Context: an optimization exercise on an open-source flow, tuned for small area. The choices shown serve that exercise and are no tape-out recipe. The RTL was checked by simulation tests, not by an equivalence proof against the original design. Power and IR drop assume default switching activity.

==> branch pepper: inputs <==
// mg_node
module mg_node (
  input  logic              clk_in,
  input  logic              rst_in,
  input  logic              rx_valid,
  input  mg_pkg::data_t     rx_data,
  input  mg_pkg::keep_t     rx_keep,
  input  logic              rx_last,
  output logic              credit_return,
  output logic              dev_en,
  output mg_pkg::sn_t       dev_sn,
  output mg_pkg::ip_addr_t  mcgroup_addr,
  output mg_pkg::ip_port_t  mcgroup_port,
  output mg_pkg::mac_addr_t src_mac_addr,
  output mg_pkg::ip_addr_t  src_ip_addr,
  output mg_pkg::ip_port_t  src_port,
  output mg_pkg::sgap_t     local_sgap
);
==> flow/config.mk <==
export PLATFORM = sky130hd
export DESIGN_NAME = mg_node
export DESIGN_NICKNAME = mg_node
export VERILOG_FILES = /design/flow/design.v
export SDC_FILE = /design/flow/constraint.sdc
export NUM_CORES = 8
export LEC_CHECK = 0
export ABC_AREA = 1
export CAP_MARGIN = 5
export CORE_MARGIN = 2
export CORE_UTILIZATION = 45
export SLEW_MARGIN = 5
==> flow/constraint.sdc <==
create_clock -name core_clock -period 8.0 [get_ports {clk_in}]
set_input_delay 1.6000 -clock core_clock [delete_from_list [all_inputs] [get_ports {clk_in}]]
set_output_delay 1.6000 -clock core_clock [all_outputs]
set_load 0.01 [all_outputs]
standard.sh (not shown) runs the stock make flow with config.mk's settings and CLKGATE_MAP_FILE= SYNTH_SCRIPT=/design/flow/synth_recipe.tcl, a recipe that flattens the netlist after the stock synthesis.
==> flow/flow/run.sh <==
#!/bin/bash
# Layout flow: the standard synthesis, then the combinational logic between
# the (untouched) registers is remapped by ABC for area and proved equivalent
# to the standard netlist; then the standard ORFS layout with single-size port
# buffers and a clock tree of small buffers.
set -euo pipefail
F=$(pwd)/flow
R=$(pwd)/orfs/results/sky130hd/mg_node/base
LIB=$FLOW_HOME/platforms/sky130hd/lib/sky130_fd_sc_hd__tt_025C_1v80.lib

bash standard.sh synth > synth_std.log 2>&1

# --- remap combinational logic ---
cp $R/1_2_yosys.v $R/1_2_yosys.std.v
cat > resynth.ys <<EOY
read_liberty -ignore_miss_func $LIB
blackbox $(cat $F/seqcells.txt)
read_verilog $R/1_2_yosys.std.v
hierarchy -top $FLOW_TOP
flatten
opt_clean
abc -script $F/area.script -liberty $LIB $(cat $F/dontuse.txt) -D 8000
opt_clean -purge
hilomap -singleton -hicell sky130_fd_sc_hd__conb_1 HI -locell sky130_fd_sc_hd__conb_1 LO
splitnets
opt_clean -purge
stat -liberty $LIB
write_verilog -noattr -noexpr -nohex -nodec $R/1_2_yosys.new.v
EOY
ok=0
if yosys -l resynth.log -q resynth.ys > /dev/null 2>&1; then
  # combinational equivalence with the registers as cut points
  python3 $F/cutff.py $R/1_2_yosys.std.v eq_a.v $F/seqcells.txt
  python3 $F/cutff.py $R/1_2_yosys.new.v eq_b.v $F/seqcells.txt
  cat > eq.ys <<EOY
read_liberty -ignore_miss_func $LIB
read_verilog eq_a.v
rename $FLOW_TOP gold
read_verilog eq_b.v
rename $FLOW_TOP gate
flatten gold gate
miter -equiv -flatten gold gate miter
hierarchy -top miter
opt_clean
techmap
opt -fast
aigmap
write_aiger -zinit eq_miter.aig
EOY
  if yosys -l eq_yosys.log -q eq.ys > /dev/null 2>&1; then
    yosys-abc -c "read_aiger eq_miter.aig; strash; iprove" > eq_abc.log 2>&1 || true
    na=$(grep -c '^\s*sky130_fd_sc_hd__\(dfxtp\|edfxtp\|dfrtp\|dfxbp\)' $R/1_2_yosys.std.v || true)
    nb=$(grep -c '^\s*sky130_fd_sc_hd__\(dfxtp\|edfxtp\|dfrtp\|dfxbp\)' $R/1_2_yosys.new.v || true)
    if grep -q "^UNSATISFIABLE" eq_abc.log && [ "$na" = "$nb" ]; then ok=1; fi
  fi
fi
if [ $ok = 1 ]; then
  echo "remapped netlist proved equivalent; using it" > resynth_status.log
  cp $R/1_2_yosys.new.v $R/1_2_yosys.v
else
  echo "remap not used" > resynth_status.log
fi
rm -f $R/1_synth.odb
touch $R/1_2_yosys.v

export BUFFER_PORTS_ARGS="-buffer_cell sky130_fd_sc_hd__buf_1"
export CTS_ARGS="-sink_clustering_enable -repair_clock_nets -dont_use_dummy_load -buf_list {sky130_fd_sc_hd__clkbuf_2}"
bash standard.sh finish > standard.log 2>&1
Other scripts of this flow, unchanged in this note and not shown: flow/flow/area.script, flow/flow/cutff.py, flow/flow/dontuse.txt, flow/flow/seqcells.txt
==> inputs of branch ember, as changes to branch pepper <==
--- a/flow/design.v
+++ b/flow/design.v
@@ -82,11 +82,13 @@
   logic       lane_k [8];
   logic [7:0] s1_d [8], s2_d [8], rot_d [8];
   logic       s1_k [8], s2_k [8], rot_k [8];
   logic [2:0] row [8];
   logic [43:0] we;
-  assign nbytes   = 4'($countones(rx_keep));
+  assign nbytes   = rx_keep[0] ? 4'd8 : rx_keep[1] ? 4'd7 : rx_keep[2] ? 4'd6 :
+                    rx_keep[3] ? 4'd5 : rx_keep[4] ? 4'd4 : rx_keep[5] ? 4'd3 :
+                    rx_keep[6] ? 4'd2 : 4'd1;
   assign len_next = acnt + 6'(nbytes);
   always_comb begin
     for (int i = 0; i < 8; i++) begin
       lane_d[i] = rx_data[(7-i)*8 +: 8];
       lane_k[i] = rx_keep[7-i];
@@ -105,11 +107,11 @@
     end
     for (int j = 0; j < 8; j++) begin
       row[j] = acnt[5:3] + ((3'(j) < acnt[2:0]) ? 3'd1 : 3'd0);
     end
     for (int p = 0; p < 44; p++) begin
-      we[p] = rot_k[p%8] && (row[p%8] == 3'(p/8));
+      we[p] = (acnt <= 6'(p)) && (len_next > 6'(p));
     end
   end
   logic        hr, hs, hn;         
   logic        ok_r, ok_s, ok_n;
   logic        pend_resn;          
@@ -187,34 +189,38 @@
     for (int p = 32; p < 44; p++) begin
       if (rx_valid && we[p]) tail[p] <= rot_d[p%8];
     end
   end
   logic name_ok;
-  always_ff @(posedge clk_in) begin
-    if (rst_in) begin
-      dev_en       <= 1'b0;
-      name_ok      <= 1'b0;
-      dev_sn       <= '0;
-      mcgroup_addr <= '0;
-      mcgroup_port <= '0;
-      src_mac_addr <= '0;
-      src_ip_addr  <= '0;
-      src_port     <= '0;
-      local_sgap   <= '0;
-    end else begin
-      dev_en <= name_ok;
-      if (apply_resn) begin
-        name_ok      <= pend_name;
-        dev_sn       <= {abank[18], abank[19], abank[20], abank[21],
-                         abank[22], abank[23], abank[24], abank[25]};
-        mcgroup_addr <= {abank[26], abank[27], abank[28], abank[29]};
-        mcgroup_port <= {abank[30], abank[31]};
-        src_mac_addr <= {tail[32], tail[33], tail[34], tail[35], tail[36], tail[37]};
-        src_ip_addr  <= {tail[38], tail[39], tail[40], tail[41]};
-        src_port     <= {tail[42], tail[43]};
-      end
-      if (apply_sgap) begin
-        local_sgap   <= {abank[18], abank[19], abank[20], abank[21]};
-      end
-    end
+  logic r_ld0, r_ld1, r_hold, g_ld0, g_ld1, g_hold;
+  logic [111:0] rb0, rb1, rq, rd;
+  logic [95:0]  tl, tq, td;
+  logic [31:0]  gb0, gb1, gq, gd;
+  assign r_ld0  = apply_resn && !ab && !rst_in;
+  assign r_ld1  = apply_resn &&  ab && !rst_in;
+  assign r_hold = !apply_resn && !rst_in;
+  assign g_ld0  = apply_sgap && !ab && !rst_in;
+  assign g_ld1  = apply_sgap &&  ab && !rst_in;
+  assign g_hold = !apply_sgap && !rst_in;
+  always_comb begin
+    for (int p = 18; p < 32; p++) begin
+      rb0[(31-p)*8 +: 8] = bank0[p];
+      rb1[(31-p)*8 +: 8] = bank1[p];
+    end
+    for (int p = 32; p < 44; p++) tl[(43-p)*8 +: 8] = tail[p];
+    gb0 = rb0[111:80];
+    gb1 = rb1[111:80];
+  end
+  assign rq = {dev_sn, mcgroup_addr, mcgroup_port};
+  assign tq = {src_mac_addr, src_ip_addr, src_port};
+  assign gq = local_sgap;
+  assign rd = ({112{r_ld0}} & rb0) | ({112{r_ld1}} & rb1) | ({112{r_hold}} & rq);
+  assign td = ({96{r_ld0 | r_ld1}} & tl) | ({96{r_hold}} & tq);
+  assign gd = ({32{g_ld0}} & gb0) | ({32{g_ld1}} & gb1) | ({32{g_hold}} & gq);
+  always_ff @(posedge clk_in) begin
+    {dev_sn, mcgroup_addr, mcgroup_port}    <= rd;
+    {src_mac_addr, src_ip_addr, src_port}   <= td;
+    local_sgap                              <= gd;
+    dev_en  <= name_ok && !rst_in;
+    name_ok <= ((r_ld0 | r_ld1) && pend_name) || (r_hold && name_ok);
   end
 endmodule
--- a/flow/flow/run.sh
+++ b/flow/flow/run.sh
@@ -61,8 +61,9 @@
   echo "remap not used" > resynth_status.log
 fi
 rm -f $R/1_synth.odb
 touch $R/1_2_yosys.v
 
+export DONT_USE_CELLS="sky130_fd_sc_hd__buf_4 sky130_fd_sc_hd__buf_6 sky130_fd_sc_hd__buf_8 sky130_fd_sc_hd__buf_12 sky130_fd_sc_hd__buf_16"
 export BUFFER_PORTS_ARGS="-buffer_cell sky130_fd_sc_hd__buf_1"
-export CTS_ARGS="-sink_clustering_enable -repair_clock_nets -dont_use_dummy_load -buf_list {sky130_fd_sc_hd__clkbuf_2}"
+export CTS_ARGS="-sink_clustering_enable -repair_clock_nets -dont_use_dummy_load -sink_clustering_size 20 -sink_clustering_max_diameter 60 -buf_list {sky130_fd_sc_hd__clkbuf_8}"
 bash standard.sh finish > standard.log 2>&1
==> flow/config.mk (replaced) <==
export PLATFORM = sky130hd
export DESIGN_NAME = mg_node
export DESIGN_NICKNAME = mg_node
export VERILOG_FILES = /design/flow/design.v
export SDC_FILE = /design/flow/constraint.sdc
export NUM_CORES = 8
export LEC_CHECK = 0
export ABC_AREA = 1
export CAP_MARGIN = 20
export CORE_MARGIN = 2
export CORE_UTILIZATION = 45
export SLEW_MARGIN = 20
==> flow_summary_export.csv <==
group,metric,value,unit
timing,slew_headroom,0.288,
clocking,path_clk_slew,110,ps
floorplan,floorplan.initialDensity,0.455,
finish,fin_cells,2963,
placed_design,port_buffers,316,
run_status,outcome,"timing/DRC/antenna clean",
setup_path,timing.reg2reg.setup_slack,2030,ps
finish,final.fill_count,4559,
timing,fmax,146,MHz
clocking,htreeDepth,2,
clocking,cts_made_buffers,44,
-- figures above: branch ember

==> flow_summary_export.csv <==
group,metric,value,unit
clocking,cts_made_buffers,152,
floorplan,die_area,0.0535,mm^2
setup_path,setup.worst_path.start,"acnt[0]",
run_status,outcome,"timing/DRC/antenna clean",
placed_design,port_buffers,317,
clocking,path_clk_slew,80,ps
placed_design,preCtsSetupSlack,2340,ps
setup_path,path_buf_inv,3,
setup_path,timing.reg2reg.setup_slack,2500,ps
timing,fmax,182,MHz
finish,final.fill_count,4633,
timing,slew_headroom,0.0630,
finish,fin_cells,3181,
clocking,htreeDepth,4,
floorplan,floorplan.initialDensity,0.454,
power_and_ir_drop,clk-power,1.58,mW
-- figures above: branch pepper

re-timing with driven ports:
No port has a modelled driver above. Below, the same layouts with a new extraction and two added sets of constraints.
Step 1 assumes that a clkbuf_16 drives the clock port and a buf_2 every other input.
Step 2 also shifts input and output timing later by t, the mid clock arrival at the registers, as if the neighbouring blocks saw the same clock.
a / b / c = no drivers / after step 1 / after step 2; a / b = the first two.
| run | shift t [ns] | setup slack, ns | hold slack, ns | worst data-port slew with drivers (ns) |
|---|---|---|---|---|
| branch pepper | 1.297 | 2.500 / 2.500 / 2.146 | 0.431 / 0.431 / 0.431 | 0.08 |
| branch ember | 0.681 | 1.148 / 1.184 / 0.503 | 0.448 / 0.448 / 0.448 | 0.06 |
After both steps every run listed still meets setup and hold. For branch ember, which loses most, drivers alone change the setup slack by +0.036 ns; drivers and shift together by -0.645 ns.
